Context: an optimization exercise on an open-source flow, tuned for small area. The choices shown serve that exercise and are no tape-out recipe. In this exercise RTL edits were held to simulation tests only and were not proved equivalent to the original. Power and IR drop assume default switching activity.

$ cat flow/run.sh
#!/bin/bash
# Layout flow: the standard flow (standard.sh: ORFS synthesis to finish)
# with two changes to how the layout is made:
#  * port buffers are the smallest buffer cell (buf_1) instead of the one
#    buffer_ports picks by default;
#  * clock tree synthesis adds no dummy loads.
# Each tool's full output is in the logs under orfs/logs/; make's own output
# goes to flow_make.log in the work folder.
set -euo pipefail
cd "$(dirname "$0")/.."
export BUFFER_PORTS_ARGS="-buffer_cell sky130_fd_sc_hd__buf_1"
export CTS_ARGS="-sink_clustering_enable -repair_clock_nets -sink_clustering_size 20 -sink_clustering_max_diameter 60 -buf_list {sky130_fd_sc_hd__clkbuf_4 sky130_fd_sc_hd__clkbuf_8 sky130_fd_sc_hd__clkbuf_16} -dont_use_dummy_load"
bash standard.sh finish > flow_make.log 2>&1
$ cat constraint.sdc
create_clock -name core_clock -period 10.0 [get_ports {clk}]
set_input_delay 2.0000 -clock core_clock [delete_from_list [all_inputs] [get_ports {clk}]]
set_output_delay 2.0000 -clock core_clock [all_outputs]
set_load 0.01 [all_outputs]
$ cat standard.sh
#!/bin/bash
# synth_recipe.tcl (not shown) runs the flow's synth.tcl, then flattens the netlist and writes it again
# the make line also repeats each setting of config.mk as NAME=value (left out here)
make -C /OpenROAD-flow-scripts/flow DESIGN_CONFIG=/design/flow/config.mk WORK_HOME=/design/flow/orfs CLKGATE_MAP_FILE= SYNTH_SCRIPT=/design/flow/synth_recipe.tcl "${@:-finish}"
$ cat config.mk
export PLATFORM = sky130hd
export DESIGN_NAME = mic_i2s_rx
export DESIGN_NICKNAME = mic_i2s_rx
export VERILOG_FILES = /design/flow/design.v
export SDC_FILE = /design/flow/constraint.sdc
export NUM_CORES = 4
export LEC_CHECK = 0
export CAP_MARGIN = 20
export CORE_MARGIN = 2
export CORE_UTILIZATION = 60
export PLACE_DENSITY = 0.8
export SLEW_MARGIN = 20
export SYNTH_HIERARCHICAL = 1
$ cat design.v
package mic_rx_pkg;
   localparam int N_LINES  = 32;
   localparam int N_CHAN   = 64;
   localparam int SAMPLE_W = 16;
   localparam int CHAN_W   = 6;
   localparam int DEF_CLK_DIV      = 16;
   localparam int DEF_SLOT_BITS    = 32;
   localparam int DEF_SAMPLE_BITS  = 16;
   localparam int DEF_SAMPLE_PHASE = 5;
   typedef logic [CHAN_W-1:0]   chan_t;
   typedef logic [SAMPLE_W-1:0] sample_t;
   function automatic sample_t pattern_word(input logic [9:0] fc, input chan_t ch);
      pattern_word = {fc, ch};
   endfunction
endpackage
module mic_aoi222 (
   input  logic a0, a1, b0, b1, c0, c1,
   output logic y
);
   assign y = ~((a0 & a1) | (b0 & b1) | (c0 & c1));
endmodule
module mic_nand2 (
   input  logic a, b,
   output logic y
);
   assign y = ~(a & b);
endmodule
module mic_rdmux #(
   parameter int N = 64,
   parameter int W = 16
) (
   input  logic [N-1:0]        oh,
   input  logic [N-1:0][W-1:0] d,
   output logic [W-1:0]        q
);
   localparam int G = N / 3;          
   localparam int R = N - 3 * G;      
   logic [W-1:0][G+R-1:0] y_s;        
   for (genvar i = 0; i < W; i++) begin : g_bit
      for (genvar g = 0; g < G; g++) begin : g_grp
         mic_aoi222 u_aoi (
            .a0(oh[3 * g]),     .a1(d[3 * g][i]),
            .b0(oh[3 * g + 1]), .b1(d[3 * g + 1][i]),
            .c0(oh[3 * g + 2]), .c1(d[3 * g + 2][i]),
            .y(y_s[i][g])
         );
      end
      for (genvar r = 0; r < R; r++) begin : g_rem
         mic_nand2 u_nand (.a(oh[3 * G + r]), .b(d[3 * G + r][i]), .y(y_s[i][G + r]));
      end
   end
   always_comb begin
      for (int i = 0; i < W; i++) q[i] = ~&y_s[i];
   end
endmodule
module mic_i2s_rx (
   input  logic                clk,
   input  logic                reset_n,
   input  logic                enable,
   input  logic                clr_overrun,
   output logic                mic_clk,
   output logic                mic_ws,
   input  logic [mic_rx_pkg::N_LINES-1:0]  mic_data,
   output logic                out_valid,
   input  logic                out_ready,
   output logic [mic_rx_pkg::SAMPLE_W-1:0] out_data,
   output logic [mic_rx_pkg::CHAN_W-1:0]   out_chan,
   output logic                out_last,
   output logic [15:0]         frame_cnt,
   output logic                overrun
);
   localparam int NL     = mic_rx_pkg::N_LINES;
   localparam int NC     = mic_rx_pkg::N_CHAN;
   localparam int W      = mic_rx_pkg::SAMPLE_W;
   localparam int RL     = W + 1;       
   localparam int LO_CH  = 14;          
   localparam int LO_DLY = 14;          
   logic [9:0] pos_q;
   logic       phase_hit_s, sample_stb, frame_done;
   always_ff @(posedge clk or negedge reset_n) begin
      if (!reset_n)
         pos_q <= 10'd0;
      else if (enable)
         pos_q <= pos_q + 10'd1;
      else
         pos_q <= 10'd0;
   end
   assign phase_hit_s = enable && (pos_q[3:0] == 4'd5);
   assign sample_stb  = phase_hit_s && (pos_q[8:4] != 5'd0) && (pos_q[8:4] <= 5'd16);
   assign frame_done  = phase_hit_s && (pos_q[8:4] == 5'd17) && pos_q[9];
   assign mic_clk     = pos_q[3];
   assign mic_ws      = pos_q[9];
   logic [NL-1:0][RL-1:0] ring_o_q;    
   logic [NL-1:0][RL-1:0] ring_e_q;    
   logic ins_o, ins_e;
   assign ins_o = sample_stb && !pos_q[9];
   assign ins_e = sample_stb &&  pos_q[9];
   always_ff @(posedge clk) begin
      for (int j = 0; j < NL; j++) begin
         ring_o_q[j] <= {ring_o_q[j][RL-2:0], ins_o ? mic_data[j] : ring_o_q[j][RL-1]};
         ring_e_q[j] <= {ring_e_q[j][RL-2:0], ins_e ? mic_data[j] : ring_e_q[j][RL-1]};
      end
   end
   function automatic int tap_pos(input int c, input int dly);
      tap_pos = (c % 2) ? (RL - dly) % RL : W - 1 - dly;
   endfunction
   function automatic int ins_pos(input int dly);
      ins_pos = (W - dly) % W;
   endfunction
   logic [NC-1:0][W-1:0] obuf_q;
   logic                 ld, cp_q, start_q, busy, out_valid_q, overrun_q;
   logic [3:0]           ph_q;
   logic [5:0]           chan_q;
   logic [15:0]          frame_cnt_q;
   assign busy = start_q || out_valid_q;
   assign ld   = frame_done && !busy;
   logic cp_lo, cp_hi;
   assign cp_lo = (pos_q >= 10'(789 - LO_DLY)) && (pos_q <= 10'd790) &&
                  !(out_valid_q && chan_q < 6'(LO_CH));
   assign cp_hi = ld || cp_q;
   for (genvar c = 0; c < NC; c++) begin : g_word
      localparam int DLY = (c < LO_CH) ? LO_DLY : 0;
      localparam int P   = ins_pos(DLY);
      logic cp_s, tap_s;
      assign cp_s  = (c < LO_CH) ? cp_lo : cp_hi;
      assign tap_s = (c % 2) ? ring_o_q[c / 2][tap_pos(c, DLY)]
                             : ring_e_q[c / 2][tap_pos(c, DLY)];
      always_ff @(posedge clk) begin
         for (int p = 0; p < W; p++)
            obuf_q[c][p] <= (p == P && cp_s) ? tap_s : obuf_q[c][(p + W - 1) % W];
      end
   end
   always_ff @(posedge clk) begin
      ph_q <= ld ? 4'd0 : ph_q + 4'd1;
      cp_q <= ld || (cp_q && ph_q != 4'd14);
   end
   always_ff @(posedge clk or negedge reset_n) begin
      if (!reset_n) begin
         start_q     <= 1'b0;
         out_valid_q <= 1'b0;
         chan_q      <= 6'd0;
         frame_cnt_q <= 16'd0;
         overrun_q   <= 1'b0;
      end else begin
         start_q <= ld;
         if (start_q)
            out_valid_q <= 1'b1;
         else if (out_valid_q && out_ready && chan_q == 6'd63)
            out_valid_q <= 1'b0;
         if (out_valid_q && out_ready) begin
            chan_q <= chan_q + 6'd1;
            if (chan_q == 6'd63)
               frame_cnt_q <= frame_cnt_q + 16'd1;
         end
         if (frame_done && busy)
            overrun_q <= 1'b1;
         else if (clr_overrun)
            overrun_q <= 1'b0;
      end
   end
   logic [W-1:0]  sel_s;
   logic [NC-1:0] chan_oh;
   always_comb begin
      for (int c = 0; c < NC; c++) chan_oh[c] = (chan_q == 6'(c));
   end
   mic_rdmux #(.N(NC), .W(W)) u_rdmux (.oh(chan_oh), .d(obuf_q), .q(sel_s));
   always_comb begin
      for (int i = 0; i < W; i++)
         out_data[i] = sel_s[(ph_q - i) & (W - 1)];
   end
   assign out_valid = out_valid_q;
   assign out_chan  = chan_q;
   assign out_last  = &chan_q;
   assign frame_cnt = frame_cnt_q;
   assign overrun   = overrun_q;
endmodule
==> impl_metrics.tcl, run 1 <==
set metrics [dict create \
    netlist.area_leader.share_pct 82.80 \
    grt_max_degree 51 \
    slew-limit-headroom_pct 24.78 \
    cts_tree "built" \
    preCtsSetupSlack_ps 3529 \
    yosys-mux-area-fraction_pct 4.261 \
    cts_resized 0 \
    cts.sinks 2152 \
    synth_top_area_cell "dfxtp_1" \
    die_area_um2 87660 \
    slew_violations 0 \
    syn_area_um2 51180 \
    period_share_pct 75.92 \
    netlist_instances 3063 \
    portBuffers 79 \
    vdd_drop_max_mv 0.1829 \
    yosys_register_bits 2152 \
    synth.net_count 3117 \
    yosysSeqAreaShare_pct 84.51 \
    synth-adder-area-share_pct 0.4156 \
    fmax_ghz 0.1317 \
    outcome "complete, no violations" \
    clock_latency_ps 710 \
    ctsRootBufferMaster "clkbuf_16" \
    yosys.area_share.simple_pct 3.061 \
    row_count 107 \
    die_w_um 296.1 \
    pin_count 80 \
    firstDrtPassIters 10 \
    globalRouteTotalUtil_pct 23.31 \
    p_total_mw 13.19 \
    cts_made_buffers 121 \
    crit_path_start_kind "flip-flop" \
    synth_top_family_by_area "compound AO/OA/AOI/OAI gates" \
    hold_class "flip-flop to flip-flop" \
    hpwl_um 67630 \
    synth.most_common_cell "dfxtp_1" \
    layout.cells.non_filler 4411 \
    cpLargestDelayFamily "simple AND/OR/NAND/NOR gates" \
    critical_path_arrival_ps 5590 \
    detail-route-antenna-nets 0 \
    p_leak_nw 21.56 \
    postSynthAreaPerCell_um2 16.71 \
    vias 25390 \
    drv_cap 0 \
    core-area_um2 84880 \
    wirelength_um 103000 \
    synth_common_cells "dfxtp_1 (2117), a222oi_1 (336), mux2_2 (119), nand4_1 (85), nor2_1 (73)" \
    path_buf_inv 1 \
    place_congestion 0.9914 \
    slowest_stage "nor4_1" \
    drive_gt1_share_pct 10.47 \
    cpPeakStageDelay_ps 810 \
    cts_hold_buf 0 \
    setup_tns_ps 0 \
    cts_setup_buffers 0 \
    finalCriticalPeriod_ps 7592 \
    die_y_um 296.1 \
    finalSetupViolCount 0 \
    grt_pass1_vias 25280 \
    rsz0062_at_grt "no" \
    synth-compound-area-share_pct 6.713 \
    viasPerCell 5.755 \
    wl_per_cell_um 23.35 \
    p_per_area_nw_per_um2 234.8 \
    clk_pin_slew_ps 80 \
    synth_edf_count 0 \
    dpl.cell_count 4286 \
    multi_input_area_um2 7819 \
    remaining_drc_errors 0 \
    fin_ws_ps 2408 \
    yosysWarningCount 8 \
    synth_flop_cell "dfxtp_1" \
    antenna_found_initial 1 \
    syn_to_final_growth_pct 9.759 \
    async_flop_share_pct 1.626 \
    cts.path.max_buffers 3 \
    cts-htree-levels 3 \
    grt_overflow 0 \
    hold_viol 0 \
    path_cells "nand2b_1 > nor2_1 > a222oi_1 > nand4_1 > nor4_1 > nand4_1 > mux4_2 > mux4_2 > buf_1" \
    ys_types 41 \
    worst_slew_pin_slew_ps 1124 \
    synth_xor_area_share_pct 0.6502 \
    worstPathRequired_ps 8000 \
    grt_pass1_wl_um 153800 \
    worstSetupEndpointType "output port" \
    num_antenna_cells 0 \
    start_util_pct 60.30 \
    synthTopCellsByArea "dfxtp_1 (83%), a222oi_1 (6.6%), mux2_2 (2.6%)" \
    nFillCells 5627 \
    drt_iter0_markers 3666 \
    path_class "flip-flop to output port" \
    cp_max_fo 16 \
    skew_ps 62.34 \
    layout.nets 3323 \
    ff2ff_setup_slack_ps 7290 \
    seq_area_um2 43260 \
]
==> worst paths after layout <==
check / from / endpoint / cells past startpoint
setup / recovery: chan_q[4] / out_data[4] / 9
hold / removal: ring_o_q[328] / ring_o_q[329] / 0
setup reg to reg: pos_q[4] / ring_o_q[493] / 5
hold reg to reg: ring_o_q[328] / ring_o_q[329] / 0
max in group asynchronous: reset_n / out_valid_q / 2
min in group asynchronous: reset_n / frame_cnt_q[7] / 1
==> layout make-up <==
type                       instances  share of cell area [%]
sequential                      2152                   77.00
tap                             1144                   2.548
clock buffer                     121                   5.390
multi-input combinational        866                   13.92
inverter                          11                 0.07350
timing repair buffer             117                   1.073
==> power breakdown <==
group / switching, mW / internal [mW] / leakage [nW]
Clock: 2.48 / 2.13 / 1.49
Sequential: 0.00156 / 8.56 / 17.5
Combinational: 0.00986 / 0.00587 / 2.54
==> worst reg2reg max path, stage by stage (launching register included) <==
cell and delay [ps]:
dfrtp_1 470, nor4_1 380, xor2_1 240, or3_2 590
buf_4 490, mux2_2 410
==> metrics by stage <==
step,hold WS [ps],util [%],instance area (um2)
floorplan,309.6,-,51180
global placement,309.8,62.47,53020
detailed placement,312.1,62.49,53040
CTS,268.7,66.05,56070
global route,272.6,66.19,56180
finish,256.8,66.19,56180
==> layout by cell type (no fill, tap or decap), types with 2 or more instances in the layout <==
cell type and count:
clkbuf_16 121, nand3_1 15, a21oi_1 2, nand4_1 85, nor2b_1 5, or3_1 2, mux2i_1 24, nand2_1 47
and4_1 19, and3_1 5, mux2_2 119, xor2_1 14, mux4_2 20, inv_1 11, dfrtp_1 35, buf_4 37
ha_1 17, nor4_1 21, mux2_4 10, dfxtp_1 2117, nor3_2 2, a21o_1 2, a222oi_1 336, nand2b_1 2
buf_1 78, nor2_1 49, nor2_2 24, and2_1 8, xnor2_1 24
==> per-module statistics from Yosys, one instance, submodules excluded, a selection <==
module,flops+latches,cell area (um2),cells inside,times used
mic_aoi222,0,10.01,1,336
mic_i2s_rx,2152,47020,2599,1
mic_nand2,0,3.754,1,16
==> layer usage <==
| metal | share of wire [%] | wire length [um] | GRT usage (%) | up-vias |
|---|---|---|---|---|
| li1 | - | - | - | 11530 |
| met1 | 42 | 43260 | 31.39 | 12520 |
| met2 | 46 | 47530 | 37.32 | 1107 |
| met3 | 7.8 | 8010 | 4.819 | 229 |
| met4 | 4.1 | 4182 | 9.042 | 2 |
| met5 | 0.013 | 13 | 0 | - |
==> logic make-up after synthesis <==
logic type,count (synthesis)
AOI/OAI and AO/OA,346
DFF,2152
buffers and inverters,45
and+or+nand+nor,292
muxes,173
xor gates and xnor gates,38
adders and majority gates,17
==> sequential cells by signal, summed over array words and instances (netlist names) <==
signal,flops
obuf_q,1024
ring_e_q,544
ring_o_q,544
frame_cnt_q,16
pos_q,10
chan_q,6
ph_q,4
cp_q,1
out_valid_q,1
overrun_q,1
start_q,1
==> run 2, diff against run 1 <==
--- a/design.v
+++ b/design.v
@@ -54,5 +54,11 @@
    end
 endmodule
-module mic_i2s_rx (
+module mic_i2s_rx
+#(
+   parameter int CLK_DIV      = mic_rx_pkg::DEF_CLK_DIV,
+   parameter int SLOT_BITS    = mic_rx_pkg::DEF_SLOT_BITS,
+   parameter int SAMPLE_BITS  = mic_rx_pkg::DEF_SAMPLE_BITS,
+   parameter int SAMPLE_PHASE = mic_rx_pkg::DEF_SAMPLE_PHASE
+) (
    input  logic                clk,
    input  logic                reset_n,
@@ -162,5 +168,5 @@
    logic [NC-1:0] chan_oh;
    always_comb begin
-      for (int c = 0; c < NC; c++) chan_oh[c] = (chan_q == 6'(c));
+      for (int c = 0; c < NC; c++) chan_oh[c] = out_valid_q && (chan_q == 6'(c));
    end
    mic_rdmux #(.N(NC), .W(W)) u_rdmux (.oh(chan_oh), .d(obuf_q), .q(sel_s));
--- a/flow/run.sh
+++ b/flow/run.sh
@@ -10,4 +10,4 @@
 cd "$(dirname "$0")/.."
 export BUFFER_PORTS_ARGS="-buffer_cell sky130_fd_sc_hd__buf_1"
-export CTS_ARGS="-sink_clustering_enable -repair_clock_nets -sink_clustering_size 20 -sink_clustering_max_diameter 60 -buf_list {sky130_fd_sc_hd__clkbuf_4 sky130_fd_sc_hd__clkbuf_8 sky130_fd_sc_hd__clkbuf_16} -dont_use_dummy_load"
+export CTS_ARGS="-sink_clustering_enable -repair_clock_nets -sink_clustering_size 18 -sink_clustering_max_diameter 60 -buf_list sky130_fd_sc_hd__clkbuf_8 -dont_use_dummy_load"
 bash standard.sh finish > flow_make.log 2>&1
==> impl_metrics.tcl, run 2 <==
set metrics [dict create \
    synth_flop_cell "dfxtp_1" \
    cts_made_buffers 142 \
    syn_to_final_growth_pct 7.343 \
    largest_reg_flops 1024 \
    cts-htree-levels 4 \
    fmax_ghz 0.1273 \
    netlist.area_leader.share_pct 82.66 \
    finalSetupViolCount 0 \
    postSynthAreaPerCell_um2 16.74 \
    clk_pin_slew_ps 100 \
    grt_max_degree 42 \
    yosysSeqAreaShare_pct 84.37 \
    wirelength_um 96170 \
    viasPerCell 5.671 \
    p_sw_mw 2.358 \
    seq_power_share_pct 70.2 \
    ctsRootBufferMaster "clkbuf_8" \
    synthTopCellsByArea "dfxtp_1 (83%), a222oi_1 (6.6%), mux2_2 (2.6%)" \
    firstDrtPassIters 9 \
    cts.path.max_buffers 3 \
    vias 25060 \
    reg_top3 "obuf_q (1024), ring_e_q (544), ring_o_q (544)" \
    holdWs_ps 282.0 \
    yosys_register_bits 2152 \
    skew_ps 78.68 \
    netlist_instances 3062 \
    top_register "obuf_q" \
    cts_resized 0 \
    synth.net_count 3116 \
    drv_cap 0 \
    place_congestion 0.9700 \
    hold_viol 0 \
    detail-route-antenna-nets 0 \
    clock_latency_ps 830 \
    ff2ff_setup_slack_ps 7150 \
    whs_path_depth 0 \
    yosysWarningCount 8 \
    outcome "complete, no violations" \
    synth_edf_count 0 \
    finalCriticalPeriod_ps 7854 \
    dpl-instance-area_um2 52970 \
    grt_pass1_vias 24860 \
    vdd_drop_max_mv 0.1828 \
    die_y_um 296.3 \
    pin_count 80 \
    die_area_um2 87800 \
    wl_per_cell_um 21.77 \
    worst_slew_pin_slew_ps 1145 \
    startpoint "out_valid_q" \
    p_per_area_nw_per_um2 221.9 \
    die_w_um 296.3 \
    portBuffers 79 \
    final_common_cell "dfxtp_1" \
    cp_max_fo 17 \
    layout.nets 3329 \
    remaining_drc_errors 0 \
    hold_class "flip-flop to flip-flop" \
    critical_path_arrival_ps 5850 \
    design_area_um2 55030 \
    antenna_found_initial 5 \
    min_to "ring_o_q[338]" \
    setup_tns_ps 0 \
    worstPathRequired_ps 8000 \
    p_sw_share_pct 19.31 \
    synth_common_cells "dfxtp_1 (2117), a222oi_1 (336), mux2_2 (118), nand4_1 (88), nor2_1 (76)" \
    comb_power_share_pct 0.1 \
    layout.cells.non_filler 4418 \
    hpwl_um 64150 \
    path_class "flip-flop to output port" \
    p_int_mw 9.853 \
    grt_pass1_wl_um 146100 \
    rsz0062_at_grt "no" \
    cts.sinks 2152 \
    cts_setup_buffers 0 \
    core-area_um2 84880 \
    syn_area_um2 51270 \
    min_from "ring_o_q[337]" \
    p_leak_nw 20.94 \
    period_share_pct 78.54 \
    async_flop_share_pct 1.626 \
    final_cell_mix "dfxtp_1 (2117), a222oi_1 (336), clkbuf_8 (142), mux2_2 (118), nand4_1 (88)" \
    globalRouteTotalUtil_pct 21.98 \
    start_util_pct 60.40 \
    p_clk_share_pct 29.7 \
    ys_types 46 \
    slew-limit-headroom_pct 22.93 \
    slew_violations 0 \
    r2r-end "ring_e_q[289]" \
    drt_iter0_markers 3764 \
    row_count 107 \
    drive_gt1_share_pct 10.88 \
    synth_top_area_cell "dfxtp_1" \
    dpl.cell_count 4274 \
    nFillCells 5797 \
    grt_overflow 0 \
    crit_path_start_kind "flip-flop" \
    cts_hold_buf 0 \
    reg2reg_depth 5 \
    worstSetupEndpointType "output port" \
    cts_tree "built" \
    synth.most_common_cell "dfxtp_1" \
    rr_startpoint "pos_q[4]" \
]
run 2: cell types whose count changed in the layout (fill, tap and decap cells not counted), moves of 8 or more:
cell       delta
clkbuf_8    +142
clkbuf_16   -121
buf_4        -17
nor2_2       +11
nor2_1        -8
run 2: per-stage QoR:
stage	util (%)	worst slack [ps]	total power, mW
2_1_floorplan	-	4593	8.769
3_3_place_gp	62.38	2989	8.781
3_5_place_dp	62.41	2932	8.782
4_1_cts	64.71	1963	12.30
5_1_grt	64.84	2130	12.60
6_report	64.84	2146	12.21
run 2: kinds of logic (layout without fill, tap and decap cells):
logic type	after synthesis	in the layout	share of synthesized area, %
compound gates	345	345	6.699
xor+xnor	38	38	0.6492
fa+ha+maj	17	17	0.4149
buf+inv	43	254	0.4905
flops	2152	2152	84.37
mux	174	174	4.276
other cells	0	1	0
simple gates	293	293	3.099
run 2: worst max-delay path by stage:
stage,slack [ps],cells past startpoint,end
after detailed placement,2930,9,out_data[8]
after floorplan,4590,11,out_data[8]
after CTS,1960,9,out_data[8]
after global routing,2130,10,out_data[8]
after global placement,2990,9,out_data[4]
final,2150,10,out_data[8]
run 2: final cells by class:
| cell class | count | area (um2) | area share (%) |
|---|---|---|---|
| sequential | 2152 | 43260 | 78.60 |
| tap | 1144 | 1431 | 2.601 |
| multi-input combinational | 867 | 7881 | 14.32 |
| clock buffer | 142 | 1954 | 3.551 |
| timing repair buffer | 100 | 462.9 | 0.8412 |
| antenna | 1 | 2.502 | 0.004547 |
| inverter | 12 | 45.04 | 0.08185 |
run 2: modules after synthesis, one instance, submodules excluded, excerpt:
module	copies in the design	cell area (um2)	flops+latches	cells inside
mic_aoi222	336	10.01	0	1
mic_i2s_rx	1	47110	2152	2598
mic_nand2	16	3.754	0	1
run 2: worst max-delay path, stage by stage (launching register included):
cell	delay, ps
dfrtp_1	520
or3b_1	660
nor2_1	340
buf_4	280
a222oi_1	430
nand4_1	300
nor4_1	960
nand4_1	320
mux4_2	610
mux4_2	490
buf_1	140
run 2: per-layer routing:
metal	GRT usage, %	share of wire [%]
met3	4.371	7.5
met2	33.97	45
met5	0	0
met4	8.918	3.7
met1	30.66	44
run 2: power by group through the flow:
stage	logic (mW)	registers [mW]	clock network [mW]
2_1_floorplan	0.00272	8.77	0
3_3_place_gp	0.0153	8.77	0
3_5_place_dp	0.0156	8.77	0
4_1_cts	0.0160	8.57	3.72
5_1_grt	0.0171	8.57	4.01
6_report	0.0150	8.57	3.63

==> static timing again, ports no longer ideal <==
In the flow no input, the clock included, has a driving cell. The finished layouts below were timed again as built, in two steps.
Step 1 (the two cells are an assumption about what drives the block):
set clk [get_ports {clk}]
set_driving_cell -lib_cell sky130_fd_sc_hd__clkbuf_16 $clk
set_driving_cell -lib_cell sky130_fd_sc_hd__buf_2 [delete_from_list [all_inputs] $clk]
Step 2, shift: input delay + t, output delay - t, t = (earliest + latest rising clock arrival at the registers) / 2. This alone moves slack from input paths to output paths.
Three values: ideal ports, drivers, drivers and shift; two values: the first two.
run | t, ns | setup slack, ns | hold WS [ns] | worst setup path after step 2 | worst register clock-pin slew, ns
run 1 | 0.744 | 2.408 / 2.339 / 3.083 | 0.257 / 0.257 / 0.257 | register to output | 0.08 / 0.08
run 2 | 0.856 | 2.146 / 2.078 / 2.934 | 0.282 / 0.282 / 0.282 | register to output | 0.11 / 0.11
After both steps every run listed still meets setup and hold.
